From an optimization exercise on the open Yosys and OpenROAD flow, aimed at small area and a short achievable clock period; shortcuts taken in it are not production practice. Only simulation tests tie the RTL to the original design; equivalence was not proved.

## flow/design.v (module list and top-level ports; edited modules follow where they fit)
// module grad_top: 1819 lines
module grad_top (
    input  wire logic        clk,
    input  wire logic        rst,
    input  wire logic        in_valid,
    input  wire logic        sof,
    input  wire logic [7:0]  pixel,
    output logic             out_valid,
    output logic [32:0]      grad
);
  // ...
==> flow/run.sh <==
#!/bin/bash
# synth_recipe.tcl (not shown) runs the flow's synth.tcl, then flattens the netlist and writes it again
# the make line also repeats each setting of config.mk as NAME=value (left out here)
make -C /OpenROAD-flow-scripts/flow DESIGN_CONFIG=/design/flow/config.mk WORK_HOME=/design/flow/orfs CLKGATE_MAP_FILE= SYNTH_SCRIPT=/design/flow/synth_recipe.tcl finish
==> flow/config.mk <==
export PLATFORM = sky130hd
export DESIGN_NAME = grad_top
export DESIGN_NICKNAME = grad_top
export VERILOG_FILES = /design/flow/design.v
export SDC_FILE = /design/flow/constraint.sdc
export NUM_CORES = 4
export LEC_CHECK = 0
export CAP_MARGIN = 20
export CORE_MARGIN = 2
export CORE_UTILIZATION = 65
export CTS_CLUSTER_DIAMETER = 90
export CTS_CLUSTER_SIZE = 30
export SLEW_MARGIN = 20
==> flow/constraint.sdc <==
create_clock -name core_clock -period 26.0 [get_ports {clk}]
set_input_delay 5.2000 -clock core_clock [delete_from_list [all_inputs] [get_ports {clk}]]
set_output_delay 5.2000 -clock core_clock [all_outputs]
set_load 0.01 [all_outputs]
==> summary.txt, run 1 <==
outcome timing/DRC/antenna clean; Synth area leaders edfxtp_1 27%, dfxtp_1 24%, ha_1 11%; CP Class flop to output pin; CP arrival about 1500 ps; sequential cell area ~15000 sq um; Most used DFF post-synth dfxtp_1; Slew @ Worst Pin 961 ps; # clk buffers 37; first-pass GRT wire length about 90000 microns; post-synthesis adder-cell area fraction 0.157; Endpoint, Worst Hold p5_srad[0]; hold_sp p4_srad[0]; cell taking the most area after synthesis edfxtp_1; CP required roughly 21000 ps; post-synth cell types just under 80; Mapped Cells about 2700; ys async rst share 0; syn avg cell area around 11 sq um; # hold bufs at CTS 0; DIE HEIGHT between 200 and 250 microns; Syn Nets between 3000 and 4000; row count between 70 and 80; met2 wire len ~26000 microns; Top Family by Delay on Critical Path buffers and inverters; Simple-Gate Fraction of Synth Area 0.0962; sequential element share of the synthesized area 0.501
==> run 2: changes to the inputs <==
==> flow/flow/run.sh (new file) <==
#!/bin/bash
# The standard layout, with the port buffers made from buf_4 cells instead of the
# resizer's default pick (a delay cell), so that the ports are not slowed down.
set -euo pipefail
export BUFFER_PORTS_ARGS="-buffer_cell sky130_fd_sc_hd__buf_4"
bash standard.sh > standard.log 2>&1
==> flow/standard.sh (new file) <==
#!/bin/bash
# synth_recipe.tcl (not shown) runs the flow's synth.tcl, then flattens the netlist and writes it again
# the make line also repeats each setting of config.mk as NAME=value (left out here)
make -C /OpenROAD-flow-scripts/flow DESIGN_CONFIG=/design/flow/config.mk WORK_HOME=/design/flow/orfs CLKGATE_MAP_FILE= SYNTH_SCRIPT=/design/flow/synth_recipe.tcl "${@:-finish}"
--- a/flow/config.mk
+++ b/flow/config.mk
@@ -8,6 +8,6 @@
 export CAP_MARGIN = 20
 export CORE_MARGIN = 2
 export CORE_UTILIZATION = 65
-export CTS_CLUSTER_DIAMETER = 90
-export CTS_CLUSTER_SIZE = 30
+export CTS_CLUSTER_DIAMETER = 80
+export CTS_CLUSTER_SIZE = 25
 export SLEW_MARGIN = 20
removed: flow/run.sh
==> run 2 against run 1 <==
Compared with the run above: die area unchanged; register-to-register slack worse by 230 ps; sequential share of layout area shrank 0.36 points; synthesized cell count is the same; worst hold slack worse by 12 ps; worst setup slack got worse by 16 ps; utilization increased by 0.53 points; via count about the same; still clean; critical path depth grew 23.
==> summary.txt, run 2 <==
outcome timing/DRC/antenna clean (unchanged); Tot GR Track Use 0.234 (was 0.226); crit-path max FO 8 (was 1); Core Area 45400 sq um (unchanged); Synth area leaders edfxtp_1 27%, dfxtp_1 24%, ha_1 11% (unchanged); Root Buffer clkbuf_16 (unchanged); First-pass DRT Iterations 5 (unchanged); Slew Limit Fails 0 (unchanged); commonest non-fill, non-tap cell in the layout dfxtp_1 (unchanged); largest net degree at the start of global routing 198 (was 82); FF+latch count, synth 616 (unchanged); most frequent cells in the layout 351 x dfxtp_1, 266 x inv_1, 264 x edfxtp_1, 260 x ha_1, 183 x nor2_1 (unchanged); Hold WS 312 ps (was 325 ps); Commonest cells post-synth 352 x dfxtp_1, 266 x inv_1, 264 x edfxtp_1 (unchanged); TritonCTS clock tree built (unchanged); Syn Nets 3001 (unchanged); antenna-violating nets left 0 (unchanged); IO buf count 45 (unchanged); Post-route DRC 0 (unchanged); sequential element share of the synthesized area 0.501 (unchanged); vias per inst 5.60 (was 5.62); DR vias 18700 (about the same); DR iter-0 viols 1019 (was 1104); Post-synth EDFFs 264 (unchanged); CP Class flop to flop (was flop to output pin); WL final 54600 microns (was 53300 microns); sequential cell area 15000 sq um (unchanged); Hold Vio Cnt, Final 0 (unchanged); pre-CTS setup slack 19320 ps (was 19570 ps); # hold bufs at CTS 0 (unchanged); area of the multi-input gates 13800 sq um (unchanged); IO Pins 46 (unchanged); Slew @ Worst Pin 964 ps (was 961 ps); clock slew at reported path FFs 90 ps (was 110 ps); Setup crit end kind flop (was output pin); Top reg by flops sr (unchanged); H-tree depth 2 (was 1); initial core utilization 0.659 (unchanged); count leader, synth dfxtp_1 (unchanged); Critical path buffers and inverters 2 (was 1); share of layout cells above drive strength 1 0.0744 (was 0.0526); fmax 0.149 GHz (about the same); unrepaired setup endpoints after global routing false (unchanged); post-cts resize count 0 (unchanged); Synth Cell Area 29900 sq um (unchanged); Filler cells 3241 (was 3273); row count 78 (unchanged); final period utilization 0.259 (was 0.258); min Tclk post-route 6720 ps (was 6710 ps); grt total ovfl 0 (unchanged); wire per inst 16.4 microns (was 16.1 microns); first-pass GRT wire length 90600 microns (was 88700 microns); Most used DFF post-synth dfxtp_1 (unchanged); Hold Crit Class flop to flop (unchanged); gpl congestion 0.870 (was 0.858); crit start category flop (unchanged); syn avg cell area 11.3 sq um (unchanged); ys async rst share 0 (unchanged); clk latency of the worst-skew pair 580 ps (was 610 ps); CP required 26470 ps (was 20800 ps); final setup margin 19280 ps (was 19290 ps); P&R area growth vs syn 6.97% (was 6.16%); DIE HEIGHT 219 microns (unchanged); Worst path slowest cell nor2_1 (was clkdlybuf4s50_1); Layout Nets 3052 (was 3045); area of the die 47700 sq um (unchanged); vias in the first global route 18800 (was 18600); cell taking the most area after synthesis edfxtp_1 (unchanged); final setup fails 0 (unchanged); Final TNS setup 0 ps (unchanged); CTS max path bufs 3 (unchanged); max cap viols 0 (unchanged); Mapped Cells 2657 (unchanged); max_slew headroom 0.357 (was 0.358); dpl hpwl 40000 microns (was 39900 microns); post-synth cell types 77 (unchanged); CTS buffer count 34 (was 25); cells along the critical path inv_1 > ha_1 > nor2b_1 > o31a_1 > o31ai_1 > and2_1 > clkinv_1 > mux2_2 > ha_1 > a21oi_1 > nor2b_1 > a311oi_1 > a21boi_0 > and2_1 > mux2_2 > ha_1 > o21a_1 > o31a_1 > o31a_1 > o31ai_1 > o2111a_1 > and3_1 > nor2_1 > mux2_2 (was clkdlybuf4s50_1); CP max stage delay 510 ps (was 570 ps); max reg flops 264 (unchanged); CP arrival 7190 ps (was 1510 ps); width of the die 219 microns (unchanged); setup repair bufs after CTS 0 (unchanged); clock skew 24.9 ps (was 31.1 ps); Largest regs sr (264), grad (33) (unchanged); Top Family by Delay on Critical Path compound AO/OA/AOI/OAI gates (was buffers and inverters); n_diodes 0 (unchanged); CTS Sinks 616 (unchanged); initial antenna violation count 0 (unchanged); YS warnings 2 (unchanged); share of the synthesized area in the top cell type 0.265 (unchanged)
-- run 2: path summary, 6_finish.rpt --
check               endpoint  depth (start not counted)      start  slack [ps]
setup / recovery  p6_drem[7]                         24  p5_dsr[1]       19280
hold / removal        p2_neg                          0     r1_neg         310
setup reg to reg  p6_drem[7]                         24  p5_dsr[1]       19280
hold reg to reg       p2_neg                          0     r1_neg         310
-- run 2: final cells by class --
cell class,instances,area share
sequential,616,0.468
tap,600,0.0235
inverter,268,0.0314
clock buffer,45,0.0289
timing repair buffer,48,0.0117
multi-input combinational,1740,0.431
clock inverter,12,0.00532
-- run 2: through the flow --
| stage | instances | utilization | area, sq um |
|---|---|---|---|
| floorplan | 2657 | - | 29900 |
| global placement | 3272 | 0.681 | 30900 |
| detailed placement | 3272 | 0.681 | 30900 |
| CTS | 3329 | 0.705 | 32000 |
| global route | 3329 | 0.705 | 32000 |
| finish | 3329 | 0.705 | 32000 |
-- run 2: layer usage --
layer / track usage / up-vias / wire, microns
met5: 0 / - / 0
met3: 0.0238 / 86 / 1520
met4: 0.0791 / 0 / 1430
met1: 0.303 / 8919 / 24700
li1: - / 9362 / -
met2: 0.412 / 284 / 27000
-- run 2: cells by family (layout without fill, tap and decap cells) --
family	after synthesis	in the layout	synth area share
AO/OA/AOI/OAI	530	530	0.115
XOR/XNOR	166	166	0.0486
adder cells (fa/ha/maj)	332	332	0.157
flip-flops	616	616	0.501
other	1	1	0.000125
buffers and inverters	301	373	0.0385
AND/OR/NAND/NOR	589	589	0.0962
multiplexers	122	122	0.0440

==> port drivers added, routing unchanged <==
The results above use ideal ports. As a check the final layouts listed here were re-extracted and re-timed, cells and wires unchanged.
Step 1, drivers: a clkbuf_16 drives clk and a buf_2 each remaining input, both assumed.
Step 2 also shifts input and output timing later by t, the mid clock arrival at the registers, as if the neighbouring blocks saw the same clock.
Slacks: no drivers / after step 1 / after step 2; pairs: no drivers / after step 1.
run	shift t [ns]	setup WS [ns]	worst setup path after step 2	worst register clock-pin slew, ns	worst data-port slew with drivers (ns)
run 1	0.651	19.294 / 19.237 / 19.514	register to register	0.12 / 0.12	0.04
run 2	0.627	19.279 / 19.279 / 19.279	register to register	0.09 / 0.09	0.04
After both steps setup and hold are still met in every run listed.
